This design comes from an exercise in tuning for small area, a short achievable clock period and few clock cycles per item on the open sky130 flow, not from production work. At most, simulation tests tie the RTL to the original design; equivalence was not proved. Function not checked in runs 5 to 7: the RTL went through the layout flow alone.

==> flow/design.v <==
`timescale 1ns / 1ps
package udta_pkg;
    localparam int VALUE_WIDTH_DEF = 32;
    localparam int MAX_DIGITS_DEF  = 10;
    localparam int DIGIT_W = 4;
    localparam int STEP_BITS = 4;
    localparam int CONV_W = MAX_DIGITS_DEF * DIGIT_W;
    localparam int NIBBLES = VALUE_WIDTH_DEF / STEP_BITS;
    localparam int                 CHAR_W     = 6;
    localparam logic [CHAR_W-1:0]  ASCII_ZERO = 6'd48;
endpackage
`timescale 1ns / 1ps
module udta_dabble_stage (
    input  logic [udta_pkg::CONV_W-1:0]  in_r,
    input  logic [udta_pkg::NIBBLES-1:0] en,
    output logic [udta_pkg::CONV_W-1:0]  out_r
);
    localparam int W = udta_pkg::CONV_W;
    localparam int V = udta_pkg::VALUE_WIDTH_DEF;
    localparam int N = udta_pkg::NIBBLES;
    function automatic logic [3:0] dab(input logic [3:0] d, input logic e);
        logic a;
        a = e & (d[3] | (d[2] & (d[1] | d[0])));
        dab[3] = d[3] | (e & d[2] & (d[1] | d[0]));
        dab[2] = d[2] ? !(e & (d[1] | d[0])) : (e & d[3] & d[0]);
        dab[1] = d[1] ? (!(e & d[2]) | d[0]) : (e & d[3] & !d[0]);
        dab[0] = d[0] ^ a;
    endfunction
    always_comb
    begin
        out_r = in_r;
        for (int j = 0; j < udta_pkg::STEP_BITS; j++)
        begin
            for (int p = (4 - j) % 4; p + 3 < W; p += 4)
            begin
                if ((V - j - p) / 4 < N && p + 4 < W)
                begin
                    out_r[p +: 4] = dab(out_r[p +: 4],
                                        en[((V - j - p) / 4 < 0) ? 0 : (V - j - p) / 4]);
                end
            end
        end
    end
endmodule
`timescale 1ns / 1ps
module udta_emit #(
    parameter int MAX_DIGITS = udta_pkg::MAX_DIGITS_DEF
) (
    input  logic                                    clk,
    input  logic                                    rst_n,
    input  logic                                    in_valid,
    input  logic [MAX_DIGITS*udta_pkg::DIGIT_W-1:0] in_bcd,
    input  logic                                    in_single,
    output logic                                    ready,
    output logic                                    digit_valid,
    input  logic                                    digit_stall,
    output logic [udta_pkg::CHAR_W-1:0]             digit_char,
    output logic                                    last_digit
);
    localparam int DW    = udta_pkg::DIGIT_W;
    localparam int BCD_W = MAX_DIGITS * DW;
    localparam int IDX_W = $clog2(MAX_DIGITS);
    logic                em_valid;
    logic                em_first;
    logic                em_lastnext;
    logic [BCD_W-1:0]    em_bcd;
    logic [IDX_W-1:0]    em_idx;
    logic [IDX_W-1:0]    lead;
    logic [IDX_W-1:0]    sel;
    logic [DW-1:0]       cur_digit;
    logic                cur_last;
    logic                push;
    logic                o_valid;
    logic [DW:0]         o_data;
    logic                s_valid;
    logic [DW:0]         s_data;
    logic                o_en;
    always_comb
    begin
        lead = '0;
        for (int d = 0; d < MAX_DIGITS; d++)
        begin
            if (em_bcd[d*DW +: DW] != '0)
            begin
                lead = IDX_W'(d);
            end
        end
    end
    assign sel       = em_first ? lead : em_idx;
    assign cur_digit = em_bcd[sel*DW +: DW];
    assign cur_last  = em_lastnext;
    assign push  = em_valid && !s_valid;
    assign ready = !em_valid || (!s_valid && em_lastnext);
    always_ff @(posedge clk or negedge rst_n)
    begin
        if (!rst_n)
        begin
            em_valid <= 1'b0;
        end
        else if (ready)
        begin
            em_valid <= in_valid;
        end
    end
    always_ff @(posedge clk)
    begin
        if (ready && in_valid)
        begin
            em_bcd      <= in_bcd;
            em_first    <= 1'b1;
            em_lastnext <= in_single;
        end
        else if (push)
        begin
            em_first    <= 1'b0;
            em_lastnext <= (sel == IDX_W'(1));
        end
        if (push)
        begin
            em_idx <= sel - 1'b1;
        end
    end
    assign o_en = !o_valid || !digit_stall;
    always_ff @(posedge clk or negedge rst_n)
    begin
        if (!rst_n)
        begin
            o_valid <= 1'b0;
            s_valid <= 1'b0;
        end
        else
        begin
            if (o_en)
            begin
                o_valid <= s_valid || push;
            end
            s_valid <= s_valid ? !o_en : (push && !o_en);
        end
    end
    always_ff @(posedge clk)
    begin
        if (o_en)
        begin
            o_data <= s_valid ? s_data : {cur_last, cur_digit};
        end
        if (!s_valid)
        begin
            s_data <= {cur_last, cur_digit};
        end
    end
    assign digit_valid = o_valid;
    assign digit_char  = udta_pkg::ASCII_ZERO + {{(udta_pkg::CHAR_W-DW){1'b0}}, o_data[DW-1:0]};
    assign last_digit  = o_data[DW];
endmodule
`timescale 1ns / 1ps
module unsigned_decimal_to_ascii #(
    parameter int VALUE_WIDTH = udta_pkg::VALUE_WIDTH_DEF,
    parameter int MAX_DIGITS  = udta_pkg::MAX_DIGITS_DEF
) (
    input  logic                          clk,
    input  logic                          rst_n,
    input  logic                          value_valid,
    output logic                          value_stall,
    input  logic [VALUE_WIDTH-1:0]        value,
    output logic                          digit_valid,
    input  logic                          digit_stall,
    output logic [udta_pkg::CHAR_W-1:0]   digit_char,
    output logic                          last_digit
);
    localparam int W = udta_pkg::CONV_W;
    localparam int N = udta_pkg::NIBBLES;
    logic          r_valid;
    logic          r_single;
    logic          r_last;
    logic [W-1:0]  r_q;
    logic [N-1:0]  e_q;
    logic [W-1:0]  r_step;
    logic [W-1:0]  r_load;
    logic [N-1:0]  e_load;
    logic [N-1:0]  zabove;
    logic          r_finish;
    logic          em_ready;
    logic          handoff;
    logic          take;
    always_comb
    begin
        r_load = W'(value);
        for (int q = 0; q < N; q++)
        begin
            zabove[q] = (q == N - 1) ? 1'b1 : (value >> (4 * q + 4)) == '0;
            if (zabove[q] && value[4*q+3] && (value[4*q+2] || value[4*q+1]))
            begin
                r_load[4*q +: 4] = value[4*q +: 4] + 4'd6;
                r_load[4*q+4]    = 1'b1;
            end
        end
        for (int i = 0; i < N; i++)
        begin
            e_load[i] = (value >> 4) != '0;
            if (i >= 2)
            begin
                e_load[i] = e_load[i] && ((value >> (VALUE_WIDTH - 4 * (i - 1))) == '0);
            end
        end
    end
    udta_dabble_stage u_step (
        .in_r  (r_q),
        .en    (e_q),
        .out_r (r_step)
    );
    assign r_finish    = r_valid && r_last;
    assign handoff     = r_finish && em_ready;
    assign value_stall = r_valid && !handoff;
    assign take        = value_valid && !value_stall;
    always_ff @(posedge clk or negedge rst_n)
    begin
        if (!rst_n)
        begin
            r_valid <= 1'b0;
        end
        else
        begin
            r_valid <= take || (r_valid && !handoff);
        end
    end
    always_ff @(posedge clk)
    begin
        if (take)
        begin
            r_q      <= r_load;
            e_q      <= e_load;
            r_single <= (value < VALUE_WIDTH'(10));
            r_last   <= e_load[N-1] || !e_load[0];
        end
        else
        begin
            r_q <= r_step;
            e_q    <= (e_q[0] && !e_q[N-1]) ? {e_q[N-2:0], 1'b1} : '0;
            r_last <= !e_q[0] || e_q[N-1] || e_q[N-2];
        end
    end
    udta_emit #(
        .MAX_DIGITS (MAX_DIGITS)
    ) u_emit (
        .clk         (clk),
        .rst_n       (rst_n),
        .in_valid    (handoff),
        .in_bcd      (r_step),
        .in_single   (r_single),
        .ready       (em_ready),
        .digit_valid (digit_valid),
        .digit_stall (digit_stall),
        .digit_char  (digit_char),
        .last_digit  (last_digit)
    );
endmodule
==> flow/run.sh <==
#!/bin/bash
# synth_recipe.tcl (not shown) runs the flow's synth.tcl, then flattens the netlist and writes it again
# the make line also repeats each setting of config.mk as NAME=value (left out here)
make -C /OpenROAD-flow-scripts/flow DESIGN_CONFIG=/design/flow/config.mk WORK_HOME=/design/flow/orfs CLKGATE_MAP_FILE= SYNTH_SCRIPT=/design/flow/synth_recipe.tcl finish
==> flow/config.mk <==
export PLATFORM = sky130hd
export DESIGN_NAME = unsigned_decimal_to_ascii
export DESIGN_NICKNAME = unsigned_decimal_to_ascii
export VERILOG_FILES = /design/flow/design.v
export SDC_FILE = /design/flow/constraint.sdc
export NUM_CORES = 4
export LEC_CHECK = 0
export ABC_AREA = 1
export CAP_MARGIN = 20
export CORE_MARGIN = 2
export CORE_UTILIZATION = 40
export SETUP_SLACK_MARGIN = 3.3
export SLEW_MARGIN = 20
==> flow/constraint.sdc <==
create_clock -name core_clock -period 5.5 [get_ports {clk}]
set_input_delay 1.1000 -clock core_clock [delete_from_list [all_inputs] [get_ports {clk}]]
set_output_delay 1.1000 -clock core_clock [all_outputs]
set_load 0.01 [all_outputs]
==> results of run 1 <==
==> cell usage in the layout (no fill, tap or decap), types with 7 or more instances in the layout <==
| master | instances |
|---|---|
| nand3_4 | 13 |
| buf_2 | 11 |
| edfxtp_1 | 51 |
| nor2_4 | 26 |
| dfxtp_1 | 31 |
| nand3_2 | 80 |
| ha_1 | 13 |
| nor4_4 | 7 |
| dlygate4sd2_1 | 10 |
| o21bai_1 | 9 |
| a21oi_1 | 9 |
| o21ai_1 | 26 |
| and2_1 | 7 |
| nand3_1 | 83 |
| nand2_1 | 224 |
| inv_4 | 20 |
| clkbuf_16 | 9 |
| inv_1 | 105 |
| nand2_4 | 54 |
| o21ai_2 | 17 |
| buf_4 | 115 |
| a21oi_2 | 11 |
| o211ai_1 | 7 |
| buf_6 | 25 |
| dfxtp_4 | 13 |
| nor2_2 | 19 |
| dfxtp_2 | 8 |
| nor2_1 | 32 |
| nand2_2 | 103 |
| inv_2 | 33 |
| o21ai_0 | 12 |
| nand3b_1 | 7 |
==> what timing repair did <==
action,in CTS,in global routing
pin swaps,44,175
setup endpoints to repair,116,112
resized for setup,215,466
buffers inserted,43,96
cloned,0,4
==> flip-flops by register name, summed over array words and instances, names as in the netlist <==
name	count
u_emit.o_data	5
u_emit.em_valid	1
u_emit.s_valid	1
r_single	1
u_emit.em_first	1
u_emit.o_valid	1
u_emit.em_bcd	39
u_emit.s_data	5
r_last	1
u_emit.em_idx	4
r_valid	1
r_q	39
e_q	7
u_emit.em_lastnext	1
==> through the flow <==
step	worst slack, ps	instances	area [sq um]	utilization
final	3106	1528	11430	0.6362
after global routing	3032	1528	11430	0.6362
after CTS	3100	1428	8966	0.4991
after detailed placement	2319	1369	8019	0.4464
after global placement	2367	1369	8019	0.4464
after floorplan	3174	1112	7366	-
==> area by class of cell <==
class,instances,share of cell area
clock buffers,10,0.02091
clock inverters,6,0.003394
inverters,163,0.05989
multi-input cells,828,0.5127
flip-flops and latches,107,0.2391
well taps,229,0.02507
repair buffers,185,0.1389
==> final timing paths <==
path,start,to,cells past startpoint
hold reg to reg,r_q[0],u_emit.em_bcd[0],0
hold / removal,r_q[0],u_emit.em_bcd[0],0
min in group asynchronous,rst_n,u_emit.o_valid,1
setup reg to reg,r_q[28],u_emit.em_bcd[29],19
setup / recovery,u_emit.s_valid,value_stall,7
max in group asynchronous,rst_n,u_emit.s_valid,1
==> routing by layer <==
metal	share of wire	routed length, microns
met3	0.035	782
met2	0.51	11280
met5	0	0
met1	0.44	9763
met4	0.017	379
==> cell families (layout without fill, tap and decap cells) <==
group                    count (synthesis)  count (layout)
AND/OR/NAND/NOR                        680             683
buffers and inverters                  180             364
other                                    1               2
AO/OA/AOI/OAI                          126             126
adder cells (fa/ha/maj)                 13              13
XOR/XNOR                                 4               4
flip-flops                             107             107
==> out/qor.csv, run 1 <==
stage;metric;value;unit
worst_hold_path;hold_path.class;register to register;
cts;clock-sinks;107;
yosys;yosys.area_share.adder;0.02223;
finish;drive_gt1_frac;0.4858;
yosys;synth_top_area_frac;0.2093;
timing;fmax;0.4177;GHz
floorplan;fp-row-count;49;
yosys;synthCells;1111;
yosys;yosysSeqAreaShare;0.3653;
yosys;syn_avg_cell_area;6.585;sq um
yosys;synth_xor_area_frac;0.004789;
yosys;synth_area;7316;sq um
placed_design;dp_hpwl;13250;microns
setup_path;critPathKind;register to output port;
routing;dr.pass1.iters;5;
cts;clock_latency;360;ps
setup_path;reg2reg_slack;3200;ps
yosys;ys_ff_latch;107;
finish;ff_latch_area;2733;sq um
yosys;synth-edff-count;51;
run_status;status;complete, no violations;
routing;antenna_left;0;
timing;maxSlewViolCount;0;
floorplan;io_pins;45;
setup_path;start_kind;register;
yosys;synth_top_family_by_area;simple AND/OR/NAND/NOR gates;
placed_design;io_buffers;42;
timing;rsz0062_at_grt;yes;
cts;clk_pin_slew;70;ps
routing;drc_errors;0;
timing;setup_violations;0;
timing;min_period;2394;ps
setup_path;end_kind;output port;
cts;cts_tree;yes;
cts;cts-htree-levels;3;
grt;grt_util_met3;0.03923;
setup_path;critPathSlowestCell;dfrtp_2;
yosys;synth.most_common_cell;nand2_1;
cts;ctsHoldBuffers;0;
setup_path;crit_family;flip-flops;
timing;tightest_slew;646.6;ps
routing;drt_iter0_markers;372;
finish;synthToLayoutAreaGrowth;56.22;%
finish;num_antenna_cells;0;
floorplan;die-area;19390;sq um
timing;clock_skew;7.997;ps
routing;viasPerCell;5.224;
yosys;synth_commonest_cells;nand2_1, nand3_1, inv_1, nor2_1, dfxtp_1;
timing;slew_headroom;0.5689;
floorplan;start_util;0.4073;
routing;routed_wl;22210;microns
grt;gr-usage-all-layers;0.1941;
floorplan;die_h;139.2;microns
grt;grt_max_degree;45;
yosys;synth_mux_area_frac;0;
setup_path;cpMostUsedCell;nand2_2;
grt;grt_use_met1;0.2604;
cts;root_buffer;clkbuf_16;
timing;setup_tns;0;ps
floorplan;die_w;139.2;microns
yosys;synth_area_leaders;edfxtp_1, nand2_1, dfxtp_1, nand3_1, inv_1;
routing;wl_per_cell;14.54;microns
floorplan;core_area;17960;sq um
cts;cts_buffer_depth;2;
routing;num_vias;7982;
cts;numCtsBuffers;9;
yosys;ys.flop_type;dfxtp_1;
finish;multi_input_area;5859;sq um
setup_path;slowest_delay;430;ps
setup_path;worstPathCellList;inv_4, nand2_4, nand2_2, nand3_2, nand2_2, inv_2, buf_6;
yosys;synth_cell_types;44;
finish;nNetsFinal;1343;
grt;antenna_found_initial;0;
grt;grt_pass1_vias;6709;
grt;grt_use_met2;0.3225;
finish;nFillCells;1531;
yosys;ys_async_sr_fraction;0.03738;
yosys;yosys.area_share.simple;0.4082;
setup_path;worst-path-buf-inv;3;
timing;hold_viol_final;0;
run;maxCapViolations;0;
grt;grt_pass1_wl;31120;microns
placed_design;place_congestion;0.8545;
yosys;yosys.area.top_type;edfxtp_1;
yosys;synth_compound_area_frac;0.1042;
grt;busiest_layer;met2;
grt;overflow;0;
timing;period_share;0.4352;
timing;fin_hold_ws;443.9;ps
setup_path;crit_fanout;2;
setup_path;crit_required;4400;ps
yosys;ys_warn_count;3;
setup_path;critPathArrivalTime;1290;ps
Testbench counts, summed over its fixed seeds: cycles 18,639, items 3,200.
==> inputs of run 2 (changes only) <==
--- a/flow/config.mk
+++ b/flow/config.mk
@@ -11,3 +11,3 @@
 export CORE_UTILIZATION = 40
-export SETUP_SLACK_MARGIN = 3.3
+export SETUP_SLACK_MARGIN = 2.8
 export SLEW_MARGIN = 20
==> run 2 against run 1 <==
Effect of this change:
- final area fell by 25%
- global-route usage shrank 1.8 points
- register-to-register slack got worse by 120 ps
- hold slack better by 38 ps
- clock skew rose by 1.8 ps
- first-iteration DRC count is 7.3% lower
- synthesized cell count stayed put
- core utilization is 16 points lower
- final cell count shrank 8.5%
- critical path type unchanged
==> out/qor.csv, run 2 <==
stage;metric;value;unit;change
run_status;status;complete, no violations;;unchanged
grt;gr-usage-all-layers;0.1764;;was 0.1941
floorplan;core_area;17960;sq um;unchanged
setup_path;critPathArrivalTime;1500;ps;was 1290 ps
cts;cts-htree-levels;3;;unchanged
yosys;yosys.area.top_type;edfxtp_1;;unchanged
setup_path;crit_required;4400;ps;about the same
finish;reg_top3;r_q: 39 flops, u_emit.em_bcd: 39 flops, e_q: 7 flops;;unchanged
setup_path;start_kind;register;;unchanged
placed_design;place_congestion;0.8290;;was 0.8545
cts;numCtsBuffers;9;;unchanged
worst_hold_path;hold_depth;2;;was 0
yosys;ys.flop_type;dfxtp_1;;unchanged
finish;drive_gt1_frac;0.1112;;was 0.4858
setup_path;reg2reg_depth;17;;was 19
cts;root_buffer;clkbuf_16;;unchanged
yosys;synth_area_leaders;edfxtp_1, nand2_1, dfxtp_1, nand3_1, inv_1;;unchanged
routing;drt_iter0_markers;345;;was 372
grt;grt_pass1_vias;6182;;was 6709
grt;antenna_found_initial;0;;unchanged
yosys;synthCells;1111;;unchanged
routing;antenna_left;0;;unchanged
cts;cts_buffer_depth;2;;unchanged
routing;drc_errors;0;;unchanged
timing;setup_tns;0;ps;unchanged
yosys;synth_cell_types;44;;unchanged
routing;viasPerCell;4.972;;was 5.224
yosys;synth_area;7316;sq um;unchanged
finish;ff_latch_area;2678;sq um;was 2733 sq um
cts;clock-sinks;107;;unchanged
finish;final_cell_mix;nand2_1, nand3_1, inv_1;;was nand2_1, buf_4, inv_1
finish;stdcell_count;1398;;was 1528
setup_path;reg2reg_slack;3080;ps;was 3200 ps
routing;dr.pass1.iters;5;;unchanged
worst_hold_path;hold_path.class;register to register;;unchanged
setup_path;crit_fanout;4;;was 2
placed_design;pre_cts_slack;1955;ps;was 2319 ps
placed_design;placed_cell_area;7973;sq um;was 8019 sq um
timing;clock_skew;9.788;ps;was 7.997 ps
yosys;synth_commonest_cells;nand2_1, nand3_1, inv_1, nor2_1, dfxtp_1;;unchanged
worst_hold_path;holdPathEnd;u_emit.s_data[4];;was u_emit.em_bcd[0]
timing;hold_viol_final;0;;unchanged
setup_path;reg2reg_from;u_emit.em_bcd[8];;was r_q[28]
grt;grt_use_met1;0.2362;;was 0.2604
setup_path;r2r-end;u_emit.o_data[2];;was u_emit.em_bcd[29]
timing;slew_headroom;0.5868;;was 0.5689
setup_path;end_kind;output port;;unchanged
finish;synthToLayoutAreaGrowth;16.90;%;was 56.22%
timing;maxSlewViolCount;0;;unchanged
finish;final_common_cell;nand2_1;;unchanged
grt;grt_use_met2;0.2957;;was 0.3225
worst_hold_path;hp-start;u_emit.s_data[4];;was r_q[0]
timing;fin_hold_ws;481.6;ps;was 443.9 ps
timing;min_period;2599;ps;was 2394 ps
finish;multi_input_area;4091;sq um;was 5859 sq um
cts;clock_latency;360;ps;about the same
run;maxCapViolations;0;;unchanged
yosys;ys_ff_latch;107;;unchanged
routing;num_vias;6951;;was 7982
placed_design;io_buffers;42;;unchanged
placed_design;placed_cells;1369;;unchanged
cts;cts_tree;yes;;unchanged
floorplan;start_util;0.4073;;unchanged
setup_path;critPathSlowestCell;dfrtp_2;;unchanged
floorplan;fp-row-count;49;;unchanged
grt;grt_pass1_wl;28400;microns;was 31120 microns
grt;grt_max_degree;46;;was 45
grt;grt_util_met3;0.03854;;was 0.03923
grt;busiest_layer;met2;;unchanged
timing;setup_slack;2901;ps;was 3106 ps
grt;overflow;0;;unchanged
finish;final_area;8552;sq um;was 11430 sq um
yosys;synth-edff-count;51;;unchanged
floorplan;die_h;139.2;microns;unchanged
floorplan;die-area;19390;sq um;unchanged
finish;nFillCells;1852;;was 1531
setup_path;slowest_delay;430;ps;about the same
timing;tightest_slew;618.5;ps;was 646.6 ps
cts;clk_pin_slew;80;ps;was 70 ps
routing;routed_wl;16920;microns;was 22210 microns
timing;rsz0062_at_grt;yes;;unchanged
yosys;ys_async_sr_fraction;0.03738;;unchanged
yosys;synth_top_area_frac;0.2093;;unchanged
yosys;syn_avg_cell_area;6.585;sq um;unchanged
timing;period_share;0.4726;;was 0.4352
placed_design;dp_hpwl;12840;microns;was 13250 microns
yosys;synth.most_common_cell;nand2_1;;unchanged
timing;setup_violations;0;;unchanged
yosys;yosysSeqAreaShare;0.3653;;unchanged
floorplan;io_pins;45;;unchanged
setup_path;critPathKind;register to output port;;unchanged
routing;wl_per_cell;12.10;microns;was 14.54 microns
setup_path;startpoint;u_emit.s_valid;;unchanged
yosys;ys_warn_count;3;;unchanged
timing;fmax;0.3848;GHz;was 0.4177 GHz
setup_path;cpMostUsedCell;nand2_2;;unchanged
setup_path;worstPathCellList;inv_4, nand2_2, nand2_2, nand3_4, nand2_2, inv_1, dlygate4sd2_1;;was inv_4, nand2_4, nand2_2, nand3_2, nand2_2, inv_2, buf_6
finish;num_antenna_cells;0;;unchanged
floorplan;die_w;139.2;microns;unchanged
finish;nNetsFinal;1213;;was 1343
-- run 2: stage by stage --
step | utilization
floorplan | -
detailed placement | 0.4438
CTS | 0.4653
finish | 0.4761
global placement | 0.4438
global route | 0.4761
-- run 2: kinds of logic (layout without fill, tap and decap cells) --
group	after synthesis	count (layout)	share of synthesized area
other cells	1	2	0.0005126
simple gates	680	680	0.4082
buf+inv	180	237	0.09475
flops	107	107	0.3653
xor+xnor	4	4	0.004790
compound gates	126	126	0.1042
fa+ha+maj	13	13	0.02223
-- run 2: area by class of cell --
class                           count  share of cell area
Inverter                          163             0.07257
Tap cell                          229             0.03350
Timing Repair Buffer               58             0.06745
Clock buffer                        9             0.02634
Sequential cell                   107              0.3131
Multi-Input combinational cell    825              0.4784
Clock inverter                      7            0.008632
-- run 2: what timing repair did --
item,in CTS,in global routing
hold buffers,0,0
setup endpoints to repair,53,44
endpoints found under the hold margin,0,0
gates resized for setup,21,33
pin swaps,1,9
buffers inserted,1,12
-- run 2: worst max path at each step --
stage,to,cells past startpoint
finish,value_stall,7
global placement,r_q[7],11
global route,u_emit.o_data[2],17
detailed placement,r_q[7],11
CTS,value_stall,7
floorplan,r_q[7],10
-- run 2: critical path: cells and delay by family (launching register included) --
| kind | cells | cell delay, ps |
|---|---|---|
| buffers and inverters | 3 | 420 |
| flip-flops | 1 | 430 |
| AND/OR/NAND/NOR | 4 | 280 |
-- run 2: routing by layer --
| layer | wire [microns] | up-vias | part of all wire |
|---|---|---|---|
| li1 | - | 3729 | - |
| met1 | 8343 | 3108 | 0.49 |
| met2 | 7879 | 102 | 0.47 |
| met3 | 546 | 12 | 0.032 |
| met4 | 151 | 0 | 0.0089 |
| met5 | 0 | - | 0 |
==> inputs of run 3 (changes only) <==
--- a/flow/config.mk
+++ b/flow/config.mk
@@ -11,3 +11,3 @@
 export CORE_UTILIZATION = 40
-export SETUP_SLACK_MARGIN = 2.8
+export SETUP_SLACK_MARGIN = 3.15
 export SLEW_MARGIN = 20
==> run 3 against run 2 <==
Effect of this change:
- still clean on timing, DRC and antenna
- hold slack worse by 39 ps
- clock-buffer cell count up 1
- core utilization up 5.9 points
- worst setup slack better by 230 ps
- clock skew about the same
- sequential share of layout area down 3.1 points
- maximum frequency up 9.7%
- critical endpoint unchanged
==> out/qor.csv, run 3 <==
stage;metric;value;unit;change
finish;stdcell_count;1467;;was 1398
finish;finish.utilization;0.5355;;was 0.4761
setup_path;start_kind;register;;unchanged
worst_hold_path;hold_path.class;register to register;;unchanged
timing;setup_tns;0;ps;unchanged
setup_path;critPathKind;register to output port;;unchanged
floorplan;die-area;19390;sq um;unchanged
finish;multi_input_area;4626;sq um;was 4091 sq um
setup_path;end_kind;output port;;unchanged
yosys;synth_commonest_cells;nand2_1, nand3_1, inv_1, nor2_1, dfxtp_1;;unchanged
placed_design;placed_cells;1369;;unchanged
grt;gr-usage-all-layers;0.1858;;was 0.1764
routing;routed_wl;19760;microns;was 16920 microns
yosys;ys_warn_count;3;;unchanged
placed_design;dp_hpwl;13350;microns;was 12840 microns
finish;final_common_cell;nand2_1;;unchanged
finish;final_area;9619;sq um;was 8552 sq um
timing;rsz0062_at_grt;yes;;unchanged
yosys;ys.flop_type;dfxtp_1;;unchanged
cts;clock-sinks;107;;unchanged
finish;num_antenna_cells;0;;unchanged
finish;nFillCells;1766;;was 1852
routing;drc_errors;0;;unchanged
cts;root_buffer;clkbuf_16;;unchanged
setup_path;crit_required;4400;ps;about the same
yosys;synthCells;1111;;unchanged
setup_path;crit_fanout;2;;was 4
timing;hold_viol_final;0;;unchanged
placed_design;place_congestion;0.8317;;was 0.8290
routing;antenna_left;0;;unchanged
grt;antenna_found_initial;0;;unchanged
grt;grt_pass1_vias;6387;;was 6182
grt;overflow;0;;unchanged
yosys;ys_async_sr_fraction;0.03738;;unchanged
cts;numCtsBuffers;9;;unchanged
finish;reg_top3;r_q: 39 flops, u_emit.em_bcd: 39 flops, e_q: 7 flops;;unchanged
floorplan;die_w;139.2;microns;unchanged
timing;maxSlewViolCount;0;;unchanged
run_status;status;complete, no violations;;unchanged
timing;min_period;2369;ps;was 2599 ps
setup_path;critPathArrivalTime;1270;ps;was 1500 ps
finish;synthToLayoutAreaGrowth;31.49;%;was 16.90%
yosys;syn_avg_cell_area;6.585;sq um;unchanged
timing;setup_violations;0;;unchanged
floorplan;io_pins;45;;unchanged
routing;viasPerCell;5.063;;was 4.972
cts;clk_pin_slew;70;ps;was 80 ps
timing;period_share;0.4307;;was 0.4726
timing;slew_headroom;0.6313;;was 0.5868
timing;tightest_slew;548.8;ps;was 618.5 ps
yosys;synth_top_area_frac;0.2093;;unchanged
cts;clock_latency;360;ps;about the same
yosys;ys_ff_latch;107;;unchanged
yosys;yosys.area.top_type;edfxtp_1;;unchanged
finish;nNetsFinal;1282;;was 1213
yosys;synth_area;7316;sq um;unchanged
yosys;synth_cell_types;44;;unchanged
floorplan;core_area;17960;sq um;unchanged
grt;grt_max_degree;44;;was 46
finish;drive_gt1_frac;0.2819;;was 0.1112
routing;drt_iter0_markers;394;;was 345
cts;cts-htree-levels;3;;unchanged
yosys;synth_area_leaders;edfxtp_1, nand2_1, dfxtp_1, nand3_1, inv_1;;unchanged
placed_design;io_buffers;42;;unchanged
cts;cts_tree;yes;;unchanged
finish;final_cell_mix;nand2_1, nand3_1, inv_1;;unchanged
timing;fmax;0.4222;GHz;was 0.3848 GHz
floorplan;die_h;139.2;microns;unchanged
timing;clock_skew;9.454;ps;was 9.788 ps
run;maxCapViolations;0;;unchanged
placed_design;placed_cell_area;8005;sq um;was 7973 sq um
yosys;synth-edff-count;51;;unchanged
routing;dr.pass1.iters;5;;unchanged
cts;cts_buffer_depth;2;;unchanged
yosys;synth.most_common_cell;nand2_1;;unchanged
floorplan;start_util;0.4073;;unchanged
grt;grt_pass1_wl;29850;microns;was 28400 microns
routing;num_vias;7427;;was 6951
yosys;yosysSeqAreaShare;0.3653;;unchanged
routing;wl_per_cell;13.47;microns;was 12.10 microns
finish;ff_latch_area;2718;sq um;was 2678 sq um
floorplan;fp-row-count;49;;unchanged
==> run 3: layout make-up <==
class,instances,area share
inverter,163,0.06530
clock buffer,10,0.02484
tap,229,0.02979
clock inverter,6,0.006504
multi-input combinational,826,0.4809
sequential,107,0.2825
timing repair buffer,126,0.1102
==> run 3: path summary, 6_finish.rpt <==
path	from	to	cells past startpoint	slack (ps)
setup reg to reg	e_q[1]	u_emit.em_bcd[29]	16	3250
min in group asynchronous	rst_n	u_emit.o_valid	1	940
setup / recovery	u_emit.s_valid	value_stall	7	3130
hold reg to reg	r_q[0]	u_emit.em_bcd[0]	0	440
hold / removal	r_q[0]	u_emit.em_bcd[0]	0	440
max in group asynchronous	rst_n	u_emit.s_valid	1	4380
==> run 3: logic make-up (layout without fill, tap and decap cells) <==
group / after synthesis / after routing / synth area share
flip-flops: 107 / 107 / 0.3653
other: 1 / 2 / 0.0005126
XOR/XNOR: 4 / 4 / 0.004790
buffers and inverters: 180 / 305 / 0.09475
adder cells (fa/ha/maj): 13 / 13 / 0.02223
AO/OA/AOI/OAI: 126 / 126 / 0.1042
AND/OR/NAND/NOR: 680 / 681 / 0.4082
==> run 3: what timing repair did <==
action                                  4_1_cts  5_1_grt
hold buffers                                  0        0
endpoints found under the setup margin       74      120
hold endpoints to repair                      0        0
resized for setup                            97      202
buffers inserted                             28       52
pin swaps                                    18       78
gates cloned                                  0        2
==> run 3: layer usage <==
metal  up-vias  part of all wire  GRT usage
met4         0            0.0094    0.04785
met5         -                 0          0
met1      3390              0.47     0.2581
li1       3870                 -          -
met2       149              0.48     0.2980
met3        18             0.038    0.03613
==> run 3: through the flow <==
step                setup WS (ps)  hold WS, ps
floorplan                    3165        400.3
global placement             2280        423.6
detailed placement           2258        418.8
CTS                          3126        439.3
global route                 3052        455.2
finish                       3131        442.7
==> run 3: critical path, stage by stage, from the launching register on <==
cell     delay [ps]
dfrtp_2         430
inv_4            70
nand2_4          50
nand2_4          60
nand3_4          60
nand2_2          80
inv_2            40
buf_6           110
==> inputs of run 4 (changes only) <==
--- a/flow/config.mk
+++ b/flow/config.mk
@@ -11,3 +11,3 @@
 export CORE_UTILIZATION = 40
-export SETUP_SLACK_MARGIN = 3.15
+export SETUP_SLACK_MARGIN = 3.0
 export SLEW_MARGIN = 20
==> run 4 against run 3 <==
Effect of this change:
- critical path type is now primary input to register
- hold slack gained 15 ps
- sequential cell count is the same
- critical endpoint is now r_q[1]
- critical path depth grew 1
- die area is the same
- maximum frequency shrank 2.1%
- clock skew shrank 1.8 ps
- clock-buffer cell count is the same
- final area shrank 9.7%
- final cell count shrank 4.1%
- still clean on timing, DRC and antenna
- wire length shrank 14%
==> out/qor.csv, run 4 <==
stage;metric;value;unit;change
finish;num_antenna_cells;0;;unchanged
grt;overflow;0;;unchanged
yosys;ys_ff_latch;107;;unchanged
timing;rsz0062_at_grt;yes;;unchanged
finish;final_cell_mix;nand2_1, nand3_1, inv_1;;unchanged
yosys;synth.most_common_cell;nand2_1;;unchanged
grt;antenna_found_initial;0;;unchanged
floorplan;core_area;17960;sq um;unchanged
cts;clk_pin_slew;70;ps;about the same
timing;period_share;0.4398;;was 0.4307
yosys;ys_async_sr_fraction;0.03738;;unchanged
yosys;synth_commonest_cells;nand2_1, nand3_1, inv_1, nor2_1, dfxtp_1;;unchanged
worst_hold_path;hold_path.class;register to register;;unchanged
timing;fin_hold_ws;457.4;ps;was 442.7 ps
finish;nNetsFinal;1222;;was 1282
run_status;status;complete, no violations;;unchanged
cts;clock_latency;360;ps;about the same
yosys;ys_warn_count;3;;unchanged
placed_design;io_buffers;42;;unchanged
placed_design;pre_cts_slack;2112;ps;was 2258 ps
cts;ctsHoldBuffers;0;;unchanged
cts;cts-htree-levels;3;;unchanged
setup_path;end_kind;register;;was output port
finish;final_area;8687;sq um;was 9619 sq um
finish;nFillCells;1852;;was 1766
floorplan;die_w;139.2;microns;unchanged
setup_path;crit_required;5750;ps;was 4400 ps
timing;maxSlewViolCount;0;;unchanged
yosys;synthCells;1111;;unchanged
yosys;syn_avg_cell_area;6.585;sq um;unchanged
timing;tightest_slew;638.7;ps;was 548.8 ps
cts;root_buffer;clkbuf_16;;unchanged
timing;clock_skew;7.660;ps;was 9.454 ps
yosys;yosysSeqAreaShare;0.3653;;unchanged
setup_path;critPathKind;primary input to register;;was register to output port
grt;grt_max_degree;45;;was 44
grt;grt_pass1_vias;6237;;was 6387
yosys;synth_cell_types;44;;unchanged
yosys;synth-edff-count;51;;unchanged
cts;numCtsBuffers;9;;unchanged
finish;finish.utilization;0.4836;;was 0.5355
routing;wl_per_cell;12.13;microns;was 13.47 microns
cts;cts_buffer_depth;2;;unchanged
yosys;synth_top_area_frac;0.2093;;unchanged
timing;fmax;0.4134;GHz;was 0.4222 GHz
setup_path;critPathArrivalTime;2670;ps;was 1270 ps
placed_design;placed_cell_area;7978;sq um;was 8005 sq um
cts;clock-sinks;107;;unchanged
routing;antenna_left;0;;unchanged
placed_design;place_congestion;0.8458;;was 0.8317
placed_design;placed_cells;1369;;unchanged
yosys;synth_area;7316;sq um;unchanged
floorplan;fp-row-count;49;;unchanged
routing;dr.pass1.iters;5;;unchanged
yosys;yosys.area.top_type;edfxtp_1;;unchanged
yosys;synth_area_leaders;edfxtp_1, nand2_1, dfxtp_1, nand3_1, inv_1;;unchanged
floorplan;start_util;0.4073;;unchanged
cts;cts_tree;yes;;unchanged
run;maxCapViolations;0;;unchanged
routing;drt_iter0_markers;382;;was 394
routing;viasPerCell;4.965;;was 5.063
timing;setup_violations;0;;unchanged
floorplan;die_h;139.2;microns;unchanged
routing;num_vias;6986;;was 7427
finish;reg_top3;r_q: 39 flops, u_emit.em_bcd: 39 flops, e_q: 7 flops;;unchanged
grt;grt_pass1_wl;28590;microns;was 29850 microns
grt;gr-usage-all-layers;0.1763;;was 0.1858
yosys;ys.flop_type;dfxtp_1;;unchanged
finish;synthToLayoutAreaGrowth;18.74;%;was 31.49%
timing;hold_viol_final;0;;unchanged
timing;setup_tns;0;ps;unchanged
setup_path;crit_fanout;5;;was 2
finish;stdcell_count;1407;;was 1467
finish;final_common_cell;nand2_1;;unchanged
routing;routed_wl;17070;microns;was 19760 microns
finish;drive_gt1_frac;0.1401;;was 0.2819
floorplan;die-area;19390;sq um;unchanged
timing;slew_headroom;0.5733;;was 0.6313
timing;setup_slack;3081;ps;was 3131 ps
setup_path;start_kind;primary input;;was register
timing;min_period;2419;ps;was 2369 ps
routing;drc_errors;0;;unchanged
placed_design;dp_hpwl;13050;microns;was 13350 microns
floorplan;io_pins;45;;unchanged
run 4: layer usage:
layer / wire [microns] / global-route usage / share of wire
met5: 0 / 0 / 0
met4: 223 / 0.04678 / 0.013
met3: 495 / 0.02925 / 0.029
met2: 7829 / 0.2897 / 0.46
met1: 8517 / 0.2415 / 0.50
run 4: what timing repair did:
action                     CTS  global route
setup endpoints to repair   71            52
gates cloned                 0             0
setup buffers                4            18
pin swaps                   10            12
gates resized for setup     51            50
run 4: worst paths after layout:
kind / startpoint / to / slack (ps) / depth (start not counted)
min in group asynchronous: rst_n / r_valid / 940 / 1
worst max register to register: u_emit.em_bcd[14] / u_emit.o_data[2] / 3230 / 13
worst min register to register: u_emit.s_data[4] / u_emit.s_data[4] / 460 / 2
max in group asynchronous: rst_n / u_emit.s_valid / 4380 / 1
worst min-delay path: u_emit.s_data[4] / u_emit.s_data[4] / 460 / 2
worst max-delay path: value[6] / r_q[1] / 3080 / 8
run 4: cell type report:
cell class | instances | area, sq um | area share
Clock buffer | 10 | 229.0 | 0.02636
Clock inverter | 6 | 88.84 | 0.01023
Inverter | 163 | 618.1 | 0.07115
Multi-Input combinational cell | 825 | 4185 | 0.4818
Sequential cell | 107 | 2690 | 0.3097
Tap cell | 229 | 286.5 | 0.03298
Timing Repair Buffer | 67 | 589.3 | 0.06784
run 4: worst max-delay path: stages:
cell,delay (ps)
clkdlybuf4s50_1,480
nor4_2,340
nand2_1,150
nor2_4,120
nand3b_1,170
xor2_1,200
nand2_1,60
nand2_1,50
run 4: cell families after synthesis:
kind of cell / synth area share
other cells: 0.0005126
buf+inv: 0.09475
fa+ha+maj: 0.02223
compound gates: 0.1042
xor+xnor: 0.004790
simple gates: 0.4082
flops: 0.3653
==> inputs of run 5 (changes only) <==
--- a/flow/design.v
+++ b/flow/design.v
@@ -54,2 +54,3 @@
     output logic                                    ready,
+    output logic                                    ready_next,
     output logic                                    digit_valid,
@@ -77,2 +78,5 @@
     logic                o_en;
+    logic                em_valid_d;
+    logic                em_lastnext_d;
+    logic                s_valid_d;
     always_comb
@@ -99,5 +103,5 @@
         end
-        else if (ready)
-        begin
-            em_valid <= in_valid;
+        else
+        begin
+            em_valid <= em_valid_d;
         end
@@ -110,3 +114,2 @@
             em_first    <= 1'b1;
-            em_lastnext <= in_single;
         end
@@ -115,4 +118,4 @@
             em_first    <= 1'b0;
-            em_lastnext <= (sel == IDX_W'(1));
-        end
+        end
+        em_lastnext <= em_lastnext_d;
         if (push)
@@ -123,2 +126,10 @@
     assign o_en = !o_valid || !digit_stall;
+    always_comb
+    begin
+        em_valid_d    = ready ? in_valid : em_valid;
+        em_lastnext_d = (ready && in_valid) ? in_single
+                      : push ? (sel == IDX_W'(1)) : em_lastnext;
+        s_valid_d     = s_valid ? !o_en : (push && !o_en);
+    end
+    assign ready_next = !em_valid_d || (!s_valid_d && em_lastnext_d);
     always_ff @(posedge clk or negedge rst_n)
@@ -136,3 +147,3 @@
             end
-            s_valid <= s_valid ? !o_en : (push && !o_en);
+            s_valid <= s_valid_d;
         end
@@ -184,2 +195,7 @@
     logic          take;
+    logic          r_free;
+    logic          r_free_q;
+    logic          r_valid_d;
+    logic          r_last_d;
+    logic          em_ready_next;
     always_comb
@@ -212,4 +228,8 @@
     assign handoff     = r_finish && em_ready;
-    assign value_stall = r_valid && !handoff;
-    assign take        = value_valid && !value_stall;
+    assign r_free      = !r_valid || handoff;
+    assign value_stall = !r_free_q;
+    assign take        = value_valid && r_free_q;
+    assign r_valid_d = take || (r_valid && !handoff);
+    assign r_last_d  = r_free_q ? (e_load[N-1] || !e_load[0])
+                                : (!e_q[0] || e_q[N-1] || e_q[N-2]);
     always_ff @(posedge clk or negedge rst_n)
@@ -218,7 +238,9 @@
         begin
-            r_valid <= 1'b0;
-        end
-        else
-        begin
-            r_valid <= take || (r_valid && !handoff);
+            r_valid  <= 1'b0;
+            r_free_q <= 1'b1;
+        end
+        else
+        begin
+            r_valid  <= r_valid_d;
+            r_free_q <= !r_valid_d || (r_last_d && em_ready_next);
         end
@@ -227,3 +249,4 @@
     begin
-        if (take)
+        r_last <= r_last_d;
+        if (r_free_q)
         begin
@@ -232,3 +255,2 @@
             r_single <= (value < VALUE_WIDTH'(10));
-            r_last   <= e_load[N-1] || !e_load[0];
         end
@@ -237,4 +259,3 @@
             r_q <= r_step;
-            e_q    <= (e_q[0] && !e_q[N-1]) ? {e_q[N-2:0], 1'b1} : '0;
-            r_last <= !e_q[0] || e_q[N-1] || e_q[N-2];
+            e_q <= (e_q[0] && !e_q[N-1]) ? {e_q[N-2:0], 1'b1} : '0;
         end
@@ -250,2 +271,3 @@
         .ready       (em_ready),
+        .ready_next  (em_ready_next),
         .digit_valid (digit_valid),
--- a/flow/config.mk
+++ b/flow/config.mk
@@ -11,3 +11,3 @@
 export CORE_UTILIZATION = 40
-export SETUP_SLACK_MARGIN = 3.0
+export SETUP_SLACK_MARGIN = 3.2
 export SLEW_MARGIN = 20
==> run 5 against run 4 <==
Effect of this change:
- worst setup slack better by 98 ps
- register-to-register slack better by 50 ps
- via count up 5.9%
- hold slack worse by 20 ps
- clock-buffer cell count up 1
- non-clock buffer count up 54
- synthesized area up 0.84%
- critical path depth up 6
- wire length up 13%
==> out/qor.csv, run 5 <==
stage;metric;value;unit;change
run_status;status;complete, no violations;;unchanged
cts;cts-htree-levels;3;;unchanged
yosys;ys.flop_type;dfxtp_1;;unchanged
setup_path;critPathSlowestCell;nor4_4;;was clkdlybuf4s50_1
routing;antenna_left;0;;unchanged
placed_design;placed_cells;1371;;was 1369
run;maxCapViolations;0;;unchanged
cts;root_buffer;clkbuf_16;;unchanged
worst_hold_path;holdPathEnd;u_emit.em_bcd[0];;was u_emit.s_data[4]
floorplan;io_pins;45;;unchanged
setup_path;start_kind;primary input;;unchanged
timing;fmax;0.4309;GHz;was 0.4134 GHz
routing;num_vias;7398;;was 6986
finish;finish.utilization;0.5357;;was 0.4836
yosys;ys_warn_count;3;;unchanged
setup_path;r2r-end;r_free_q;;was u_emit.o_data[2]
setup_path;crit_family;simple AND/OR/NAND/NOR gates;;unchanged
setup_path;slowest_delay;260;ps;was 480 ps
grt;overflow;0;;unchanged
cts;clock_latency;360;ps;about the same
finish;multi_input_area;4727;sq um;was 4185 sq um
setup_path;end_kind;register;;unchanged
setup_path;worst-path-buf-inv;5;;was 1
routing;wl_met2;9326;microns;was 7829 microns
timing;min_period;2321;ps;was 2419 ps
timing;period_share;0.4220;;was 0.4398
setup_path;critPathKind;primary input to register;;unchanged
grt;gr-usage-all-layers;0.1878;;was 0.1763
cts;ctsHoldBuffers;0;;unchanged
grt;grt_pass1_vias;6455;;was 6237
routing;route.met3.wl;609;microns;was 495 microns
timing;fin_hold_ws;437.7;ps;was 457.4 ps
finish;reg_top3;r_q: 39 flops, u_emit.em_bcd: 39 flops, e_q: 7 flops;;unchanged
routing;routed_wl;19250;microns;was 17070 microns
finish;final_cell_mix;nand2_1, nand3_1, inv_1;;unchanged
routing;dr.pass1.iters;7;;was 5
timing;rsz0062_at_grt;yes;;unchanged
worst_hold_path;hp-start;r_q[0];;was u_emit.s_data[4]
yosys;yosys.area_share.simple;0.4103;;was 0.4082
timing;clock_skew;11.58;ps;was 7.660 ps
floorplan;die_w;139.8;microns;was 139.2 microns
yosys;synth_area;7377;sq um;was 7316 sq um
routing;drt-met1-wl;9120;microns;was 8517 microns
yosys;yosys.area.top_type;edfxtp_1;;unchanged
yosys;synth_xor_area_frac;0.003562;;was 0.004789
cts;clock-sinks;108;;was 107
placed_design;place_congestion;0.8523;;was 0.8458
cts;cts_tree;yes;;unchanged
floorplan;fp-row-count;49;;unchanged
floorplan;die-area;19550;sq um;was 19390 sq um
setup_path;startpoint;value[24];;was value[6]
setup_path;worstPathCellList;buf_8, nor4_4, buf_4, nand3_4, inv_4, nand2_4, nor2_4, nand2_2, inv_2, nand3b_1, buf_4, nand2_1, nand3_1, nand2_1;;was clkdlybuf4s50_1, nor4_2, nand2_1, nor2_4, nand3b_1, xor2_1, nand2_1, nand2_1
placed_design;placed_cell_area;8066;sq um;was 7978 sq um
yosys;synth_top_family_by_area;simple AND/OR/NAND/NOR gates;;unchanged
yosys;yosysSeqAreaShare;0.3645;;was 0.3653
floorplan;core_area;18020;sq um;was 17960 sq um
setup_path;reg2reg_slack;3280;ps;was 3230 ps
yosys;synth_top_area_frac;0.2035;;was 0.2093
finish;stdcell_count;1464;;was 1407
finish;num_antenna_cells;0;;unchanged
yosys;synthCells;1114;;was 1111
cts;clk_pin_slew;70;ps;about the same
yosys;synth_mux_area_frac;0;;unchanged
timing;tightest_slew;834.8;ps;was 638.7 ps
finish;drive_gt1_frac;0.2980;;was 0.1401
yosys;synth-edff-count;50;;was 51
cts;cts_buffer_depth;2;;unchanged
routing;wl_per_cell;13.15;microns;was 12.13 microns
finish;ff_latch_area;2731;sq um;was 2690 sq um
placed_design;io_buffers;42;;unchanged
yosys;ys_ff_latch;108;;was 107
floorplan;die_h;139.8;microns;was 139.2 microns
setup_path;crit_required;5800;ps;was 5750 ps
yosys;yosys.area_share.adder;0.02205;;was 0.02223
timing;setup_tns;0;ps;unchanged
timing;maxSlewViolCount;0;;unchanged
floorplan;start_util;0.4093;;was 0.4073
routing;drc_errors;0;;unchanged
finish;synthToLayoutAreaGrowth;30.89;%;was 18.74%
finish;final_common_cell;nand2_1;;unchanged
yosys;synth_area_leaders;edfxtp_1, nand2_1, dfxtp_1, nand3_1, inv_1;;unchanged
grt;antenna_found_initial;0;;unchanged
timing;slew_headroom;0.4435;;was 0.5733
grt;grt_max_degree;46;;was 45
finish;nFillCells;1782;;was 1852
finish;nNetsFinal;1279;;was 1222
grt;grt_pass1_wl;30420;microns;was 28590 microns
setup_path;critPathArrivalTime;2620;ps;was 2670 ps
setup_path;crit_fanout;3;;was 5
yosys;synth_compound_area_frac;0.1048;;was 0.1042
yosys;synth_commonest_cells;nand2_1, nand3_1, inv_1, nor2_1, dfxtp_1;;unchanged
yosys;ys_async_sr_fraction;0.04630;;was 0.03738
setup_path;reg2reg_depth;15;;was 13
yosys;syn_avg_cell_area;6.622;sq um;was 6.585 sq um
worst_hold_path;hold_depth;0;;was 2
worst_hold_path;hold_path.class;register to register;;unchanged
routing;highest_layer;met4;;unchanged
cts;numCtsBuffers;9;;unchanged
placed_design;dp_hpwl;13150;microns;was 13050 microns
routing;viasPerCell;5.053;;was 4.965
setup_path;reg2reg_from;u_emit.em_bcd[9];;was u_emit.em_bcd[14]
timing;setup_violations;0;;unchanged
timing;hold_viol_final;0;;unchanged
yosys;synth.most_common_cell;nand2_1;;unchanged
finish;final_area;9656;sq um;was 8687 sq um
yosys;synth_cell_types;45;;was 44
routing;drt_iter0_markers;434;;was 382
[run 5: changes by cell type after synthesis, sizes merged, moves of 2 or more]
cell and delta:
o21ai -5, nor3 +4, nand2 +3, a21oi +2, nand3 -2, nor2 +2, o211ai +2, o22ai +2
or2 -2
[run 5: cell type report]
| cell class | instances | area share |
|---|---|---|
| multi-input cells | 828 | 0.4896 |
| flip-flops and latches | 108 | 0.2829 |
| well taps | 229 | 0.02967 |
| repair buffers | 121 | 0.1025 |
| inverters | 162 | 0.06479 |
| clock buffers | 11 | 0.02631 |
| clock inverters | 5 | 0.004276 |
[run 5: per-layer routing]
layer  track usage  up-vias
met5             0        -
met1        0.2621     3392
li1              -     3884
met4       0.03947        0
met3       0.03372       13
met2        0.3058      109
[run 5: cell families (layout without fill, tap and decap cells)]
group | count (synthesis) | count (layout)
adder cells (fa/ha/maj) | 13 | 13
AO/OA/AOI/OAI | 124 | 124
other | 1 | 2
AND/OR/NAND/NOR | 685 | 686
flip-flops | 108 | 108
buffers and inverters | 180 | 299
XOR/XNOR | 3 | 3
[run 5: worst max path at each step]
| stage | cells past startpoint | end | slack (ps) |
|---|---|---|---|
| global route | 17 | u_emit.em_bcd[5] | 3070 |
| floorplan | 12 | r_q[6] | 3050 |
| global placement | 13 | r_q[6] | 2120 |
| detailed placement | 13 | r_q[6] | 2110 |
| finish | 14 | r_q[5] | 3180 |
| CTS | 3 | value_stall | 3170 |
[run 5: timing repair]
item                                    4_1_cts  5_1_grt
setup buffers                                16       59
endpoints found under the setup margin       84       72
pin swaps                                    21       81
gates resized for setup                     151      202
cloned                                        1        1
[run 5: worst register-to-register path, delay by kind of cell, from the launching register on]
| family | cells | cell delay [ps] |
|---|---|---|
| compound gates | 3 | 540 |
| fa+ha+maj | 1 | 160 |
| buf+inv | 2 | 310 |
| flops | 1 | 410 |
| simple gates | 9 | 730 |
[run 5: through the flow]
step	setup WS [ps]
4_1_cts	3175
5_1_grt	3071
3_5_place_dp	2107
6_report	3179
3_3_place_gp	2116
2_1_floorplan	3053
==> inputs of run 6 (changes only) <==
--- a/flow/design.v
+++ b/flow/design.v
@@ -67,5 +67,5 @@
     logic [BCD_W-1:0]    em_bcd;
-    logic [IDX_W-1:0]    em_idx;
-    logic [IDX_W-1:0]    lead;
-    logic [IDX_W-1:0]    sel;
+    logic [MAX_DIGITS-1:0] em_oh;
+    logic [MAX_DIGITS-1:0] lead;
+    logic [MAX_DIGITS-1:0] sel;
     logic [DW-1:0]       cur_digit;
@@ -83,13 +83,19 @@
     begin
-        lead = '0;
+        logic seen;
+        seen = 1'b0;
+        for (int d = MAX_DIGITS - 1; d >= 0; d--)
+        begin
+            lead[d] = !seen && ((em_bcd[d*DW +: DW] != '0) || (d == 0));
+            seen    = seen || (em_bcd[d*DW +: DW] != '0);
+        end
+    end
+    assign sel = em_first ? lead : em_oh;
+    always_comb
+    begin
+        cur_digit = '0;
         for (int d = 0; d < MAX_DIGITS; d++)
         begin
-            if (em_bcd[d*DW +: DW] != '0)
-            begin
-                lead = IDX_W'(d);
-            end
-        end
-    end
-    assign sel       = em_first ? lead : em_idx;
-    assign cur_digit = em_bcd[sel*DW +: DW];
+            cur_digit = cur_digit | (em_bcd[d*DW +: DW] & {DW{sel[d]}});
+        end
+    end
     assign cur_last  = em_lastnext;
@@ -122,3 +128,3 @@
         begin
-            em_idx <= sel - 1'b1;
+            em_oh <= sel >> 1;
         end
@@ -130,3 +136,3 @@
         em_lastnext_d = (ready && in_valid) ? in_single
-                      : push ? (sel == IDX_W'(1)) : em_lastnext;
+                      : push ? sel[1] : em_lastnext;
         s_valid_d     = s_valid ? !o_en : (push && !o_en);
--- a/flow/config.mk
+++ b/flow/config.mk
@@ -11,3 +11,3 @@
 export CORE_UTILIZATION = 40
-export SETUP_SLACK_MARGIN = 3.2
+export SETUP_SLACK_MARGIN = 3.0
 export SLEW_MARGIN = 20
==> run 6 against run 5 <==
Effect of this change:
- synthesized area decreased by 1.6%
- register-to-register slack got worse by 90 ps
- critical path depth decreased by 12
- clock skew decreased by 4.6 ps
- clock-buffer cell count increased by 10
- via count decreased by 7.1%
- hold slack got worse by 13 ps
- critical endpoint is now value_stall
- sequential share of layout area increased by 3.4 points
- wire length decreased by 9.3%
- highest routed layer unchanged
- synthesized cell count decreased by 4.6%
==> out/qor.csv, run 6 <==
stage;metric;value;unit;change
run_status;status;complete, no violations;;unchanged
placed_design;io_buffers;42;;unchanged
yosys;synth_area;7262;sq um;was 7377 sq um
run;maxCapViolations;0;;unchanged
placed_design;place_congestion;0.7903;;was 0.8523
grt;gr-usage-all-layers;0.1846;;was 0.1878
cts;ctsHoldBuffers;0;;unchanged
timing;slew_headroom;0.3170;;was 0.4435
timing;fin_hold_ws;424.5;ps;was 437.7 ps
cts;clk_pin_slew;50;ps;was 70 ps
yosys;synthCells;1063;;was 1114
setup_path;start_kind;register;;was primary input
floorplan;die_w;138.7;microns;was 139.8 microns
cts;cts_tree;yes;;unchanged
finish;final_common_cell;nand2_1;;unchanged
cts;clock-sinks;113;;was 108
yosys;synth_area_leaders;edfxtp_1, nand2_1, dfxtp_1, nand3_1, inv_1;;unchanged
finish;final_cell_mix;nand2_1, nand3_1, inv_1;;unchanged
setup_path;r2r-end;u_emit.em_bcd[25];;was r_free_q
floorplan;die-area;19250;sq um;was 19550 sq um
cts;clock_latency;420;ps;was 360 ps
setup_path;startpoint;r_free_q;;was value[24]
routing;viasPerCell;4.993;;was 5.053
timing;setup_violations;0;;unchanged
floorplan;start_util;0.4056;;was 0.4093
routing;num_vias;6875;;was 7398
grt;grt_pass1_vias;6255;;was 6455
grt;overflow;0;;unchanged
yosys;synth-edff-count;55;;was 50
yosys;yosysSeqAreaShare;0.3909;;was 0.3645
yosys;ys_async_sr_fraction;0.04425;;was 0.04630
yosys;syn_avg_cell_area;6.832;sq um;was 6.622 sq um
routing;drt_iter0_markers;364;;was 434
yosys;synth_cell_types;47;;was 45
finish;synthToLayoutAreaGrowth;24.41;%;was 30.89%
routing;drc_errors;0;;unchanged
yosys;synth_top_area_frac;0.2274;;was 0.2035
placed_design;placed_cells;1323;;was 1371
timing;setup_slack;3090;ps;was 3179 ps
timing;hold_viol_final;0;;unchanged
cts;root_buffer;clkbuf_16;;unchanged
yosys;yosys.area.top_type;edfxtp_1;;unchanged
cts;numCtsBuffers;17;;was 9
grt;grt_pass1_wl;29100;microns;was 30420 microns
yosys;synth.most_common_cell;nand2_1;;unchanged
routing;dr.pass1.iters;5;;was 7
timing;tightest_slew;1021;ps;was 834.8 ps
finish;drive_gt1_frac;0.1429;;was 0.2980
routing;antenna_left;0;;unchanged
finish;reg_top3;r_q: 39 flops, u_emit.em_bcd: 39 flops, u_emit.em_oh: 9 flops;;was r_q: 39 flops, u_emit.em_bcd: 39 flops, e_q: 7 flops
routing;wl_per_cell;12.67;microns;was 13.15 microns
floorplan;fp-row-count;49;;unchanged
setup_path;crit_fanout;2;;was 3
finish;nNetsFinal;1182;;was 1279
setup_path;crit_required;4400;ps;was 5800 ps
yosys;ys_warn_count;3;;unchanged
yosys;synth_commonest_cells;nand2_1, nand3_1, inv_1, nor2_1, edfxtp_1;;was nand2_1, nand3_1, inv_1, nor2_1, dfxtp_1
timing;fmax;0.4149;GHz;was 0.4309 GHz
yosys;ys_ff_latch;113;;was 108
floorplan;core_area;17900;sq um;was 18020 sq um
timing;maxSlewViolCount;0;;unchanged
placed_design;pre_cts_slack;1930;ps;was 2107 ps
worst_hold_path;hold_path.class;register to register;;unchanged
finish;stdcell_count;1377;;was 1464
routing;routed_wl;17450;microns;was 19250 microns
setup_path;reg2reg_depth;12;;was 15
setup_path;end_kind;output port;;was register
floorplan;die_h;138.7;microns;was 139.8 microns
cts;cts-htree-levels;4;;was 3
setup_path;reg2reg_slack;3190;ps;was 3280 ps
finish;num_antenna_cells;0;;unchanged
timing;rsz0062_at_grt;yes;;unchanged
timing;setup_tns;0;ps;unchanged
worst_hold_path;hp-start;r_q[0];;unchanged
setup_path;critPathArrivalTime;1310;ps;was 2620 ps
worst_hold_path;hold_depth;0;;unchanged
setup_path;reg2reg_from;r_q[20];;was u_emit.em_bcd[9]
yosys;ys.flop_type;edfxtp_1;;was dfxtp_1
grt;antenna_found_initial;0;;unchanged
floorplan;io_pins;45;;unchanged
placed_design;dp_hpwl;12790;microns;was 13150 microns
setup_path;critPathKind;register to output port;;was primary input to register
timing;period_share;0.4383;;was 0.4220
grt;grt_max_degree;43;;was 46
timing;clock_skew;6.997;ps;was 11.58 ps
timing;min_period;2410;ps;was 2321 ps
worst_hold_path;holdPathEnd;u_emit.em_bcd[0];;unchanged
cts;cts_buffer_depth;2;;unchanged
run 6: how the worst max path moves through the flow:
stage,endpoint,cells past startpoint
after floorplan,r_q[6],8
after global placement,r_q[5],10
after detailed placement,r_q[5],10
after CTS,u_emit.em_bcd[13],12
after global routing,u_emit.em_bcd[9],12
final,value_stall,2
run 6: what timing repair did:
action / in CTS / in global routing
pin swaps: 11 / 18
setup buffers: 8 / 14
setup endpoints to repair: 60 / 75
gates resized for setup: 43 / 63
run 6: per-layer routing:
layer	track usage	vias to the layer above	routed length [microns]
met5	0	-	0
met4	0.05316	0	252
met3	0.03936	20	627
met2	0.3046	116	8119
met1	0.2460	3089	8451
li1	-	3650	-
run 6: per-stage QoR:
stage / cell area (sq um) / util
2_1_floorplan: 7287 / -
3_3_place_gp: 7938 / 0.4434
3_5_place_dp: 7938 / 0.4434
4_1_cts: 8716 / 0.4869
5_1_grt: 9035 / 0.5047
6_report: 9035 / 0.5047
run 6: cell type report:
cell class | instances | area [sq um]
fillers | 1769 | 8867
multi-input cells | 800 | 4189
flip-flops and latches | 113 | 2860
repair buffers | 67 | 609.3
inverters | 136 | 516.7
clock buffers | 21 | 460.4
well taps | 229 | 286.5
clock inverters | 11 | 112.6
run 6: logic make-up (layout without fill, tap and decap cells):
kind of cell / count (synthesis) / in the layout / share of synthesized area
compound gates: 156 / 156 / 0.1335
buf+inv: 151 / 235 / 0.08115
xor+xnor: 1 / 1 / 0.001206
other cells: 1 / 2 / 0.0005164
fa+ha+maj: 11 / 11 / 0.01895
flops: 113 / 113 / 0.3909
simple gates: 630 / 630 / 0.3737
run 6: critical path, cell delays in order (launching register included):
cell and delay (ps):
dfstp_2 550, clkinv_2 100, clkdlybuf4s15_1 250
==> inputs of run 7 (changes only) <==
--- a/flow/design.v
+++ b/flow/design.v
@@ -214,3 +214,4 @@
             begin
-                r_load[4*q +: 4] = value[4*q +: 4] + 4'd6;
+                r_load[4*q +: 4] = {1'b0, value[4*q+2] & value[4*q+1],
+                                    value[4*q+2] & !value[4*q+1], value[4*q]};
                 r_load[4*q+4]    = 1'b1;
@@ -260,3 +261,3 @@
             e_q      <= e_load;
-            r_single <= (value < VALUE_WIDTH'(10));
+            r_single <= zabove[0] && !(value[3] && (value[2] || value[1]));
         end
==> run 7 against run 6 <==
Effect of this change:
- still clean
- highest routed layer unchanged
- core utilization is 1.1 points higher
- wire length is 0.60% higher
- worst setup slack worse by 63 ps
- clock skew up 1.4 ps
- final area decreased by 1.3%
==> out/qor.csv, run 7 <==
stage;metric;value;unit;change
timing;maxSlewViolCount;0;;unchanged
cts;clk_pin_slew;50;ps;about the same
timing;period_share;0.4496;;was 0.4383
setup_path;critPathSlowestCell;clkdlybuf4s15_2;;was dfstp_2
finish;final_cell_mix;nand2_1, nand3_1, inv_1;;unchanged
finish;reg_top3;r_q: 39 flops, u_emit.em_bcd: 39 flops, u_emit.em_oh: 9 flops;;unchanged
yosys;ys_warn_count;3;;unchanged
worst_hold_path;hold_path.class;register to register;;unchanged
run_status;status;complete, no violations;;unchanged
finish;nNetsFinal;1159;;was 1182
routing;viasPerCell;5.025;;was 4.993
floorplan;start_util;0.4080;;was 0.4056
floorplan;die_w;136.8;microns;was 138.7 microns
cts;clock-sinks;113;;unchanged
yosys;synth.most_common_cell;nand2_1;;unchanged
floorplan;core_area;17300;sq um;was 17900 sq um
yosys;syn_avg_cell_area;6.734;sq um;was 6.832 sq um
cts;clock_latency;410;ps;was 420 ps
yosys;ys_ff_latch;113;;unchanged
routing;highest_layer;met4;;unchanged
setup_path;crit_required;5790;ps;was 4400 ps
placed_design;pre_cts_slack;2078;ps;was 1930 ps
setup_path;end_kind;register;;was output port
floorplan;io_pins;45;;unchanged
worst_hold_path;holdPathEnd;u_emit.em_bcd[0];;unchanged
timing;fin_hold_ws;429.2;ps;was 424.5 ps
routing;wl_per_cell;12.90;microns;was 12.67 microns
finish;drive_gt1_frac;0.1496;;was 0.1429
finish;synthToLayoutAreaGrowth;26.40;%;was 24.41%
yosys;synth_area_leaders;edfxtp_1, nand2_1, dfxtp_1, nand3_1, inv_1;;unchanged
yosys;synth_area;7057;sq um;was 7262 sq um
setup_path;reg2reg_from;e_q[1];;was r_q[20]
timing;setup_tns;0;ps;unchanged
grt;overflow;0;;unchanged
routing;drc_errors;0;;unchanged
setup_path;critPathArrivalTime;2770;ps;was 1310 ps
run;maxCapViolations;0;;unchanged
timing;setup_slack;3027;ps;was 3090 ps
placed_design;place_congestion;0.8508;;was 0.7903
placed_design;io_buffers;42;;unchanged
setup_path;critPathKind;primary input to register;;was register to output port
grt;grt_pass1_vias;6126;;was 6255
floorplan;die_h;136.8;microns;was 138.7 microns
floorplan;die-area;18720;sq um;was 19250 sq um
timing;tightest_slew;914.2;ps;was 1021 ps
## run 7: logic make-up after synthesis
kind of cell	count (synthesis)	synth area share
DFF	113	0.4023
AOI/OAI and AO/OA	156	0.1316
and+or+nand+nor	634	0.3863
other	1	0.0005314
buffers and inverters	144	0.07925
## run 7: how the worst max path moves through the flow
stage	startpoint	endpoint	depth (start not counted)
after CTS	value[4]	r_q[1]	9
after global routing	e_q[1]	u_emit.em_bcd[25]	12
after detailed placement	value[19]	r_q[1]	9
after floorplan	value[29]	r_q[5]	14
final	value[30]	r_q[32]	14
after global placement	value[19]	r_q[1]	9
## run 7: routing by layer
metal  vias up  global-route usage
li1       3610                   -
met1      3073              0.2620
met2       142              0.3094
met3        14             0.04296
met4         0             0.04639
met5         -                   0
## run 7: through the flow
step / util / area (sq um)
after floorplan: - / 7068
after global placement: 0.4462 / 7717
after detailed placement: 0.4462 / 7717
after CTS: 0.4978 / 8611
after global routing: 0.5157 / 8920
final: 0.5157 / 8920
## run 7: area by class of cell
class / count / area (sq um) / area share
clock buffer: 20 / 446.7 / 0.05008
sequential: 113 / 2854 / 0.3200
inverter: 129 / 490.5 / 0.05499
clock inverter: 12 / 187.7 / 0.02104
tap: 225 / 281.5 / 0.03156
timing repair buffer: 70 / 670.6 / 0.07519
multi-input combinational: 792 / 3989 / 0.4472
## run 7: timing repair
item | CTS | global route
gates cloned | 1 | 0
endpoints found under the setup margin | 54 | 83
setup buffers | 15 | 9
hold endpoints to repair | 0 | 0
resized for setup | 52 | 70
pin swaps | 15 | 17
## run 7: worst max-delay path: cells and delay by family
| kind | cells | cell delay [ps] |
|---|---|---|
| buf+inv | 11 | 1370 |
| compound gates | 2 | 200 |
| simple gates | 1 | 110 |

-- separate check: timing with driven ports --
Ports are ideal in the flow. The routed layouts listed here were re-timed in OpenROAD.
Step 1: set_driving_cell puts a clkbuf_16 on clk and a buf_2 on each other input, an assumption about the parent block.
Step 2 moves the port delays by t, midway between the first and last clock arrival at a register: inputs arrive t later, outputs are due t later. That takes back most of the time a late clock gives input paths.
Slacks: ideal ports / drivers / drivers and shift; pairs: ideal ports / drivers.
| run | t (ns) | slack for setup (ns) | worst setup path at the end | clock arrival spread, ns |
|---|---|---|---|---|
| run 1 | 0.399 | 3.106 / 3.061 / 2.877 | input to register | 0.009 / 0.009 |
| run 2 | 0.397 | 2.901 / 2.859 / 2.562 | input to register | 0.010 / 0.010 |
| run 3 | 0.399 | 3.131 / 3.087 / 2.827 | input to register | 0.010 / 0.009 |
| run 4 | 0.397 | 3.081 / 3.054 / 2.707 | input to register | 0.010 / 0.010 |
| run 5 | 0.396 | 3.179 / 3.144 / 2.784 | input to register | 0.012 / 0.012 |
| run 6 | 0.454 | 3.090 / 3.048 / 2.656 | input to register | 0.007 / 0.008 |
| run 7 | 0.453 | 3.027 / 3.053 / 2.600 | input to register | 0.009 / 0.009 |
After both steps setup and hold are still met in every run listed. For run 6, which loses most, drivers alone change the setup slack by -0.042 ns; drivers and shift together by -0.434 ns.
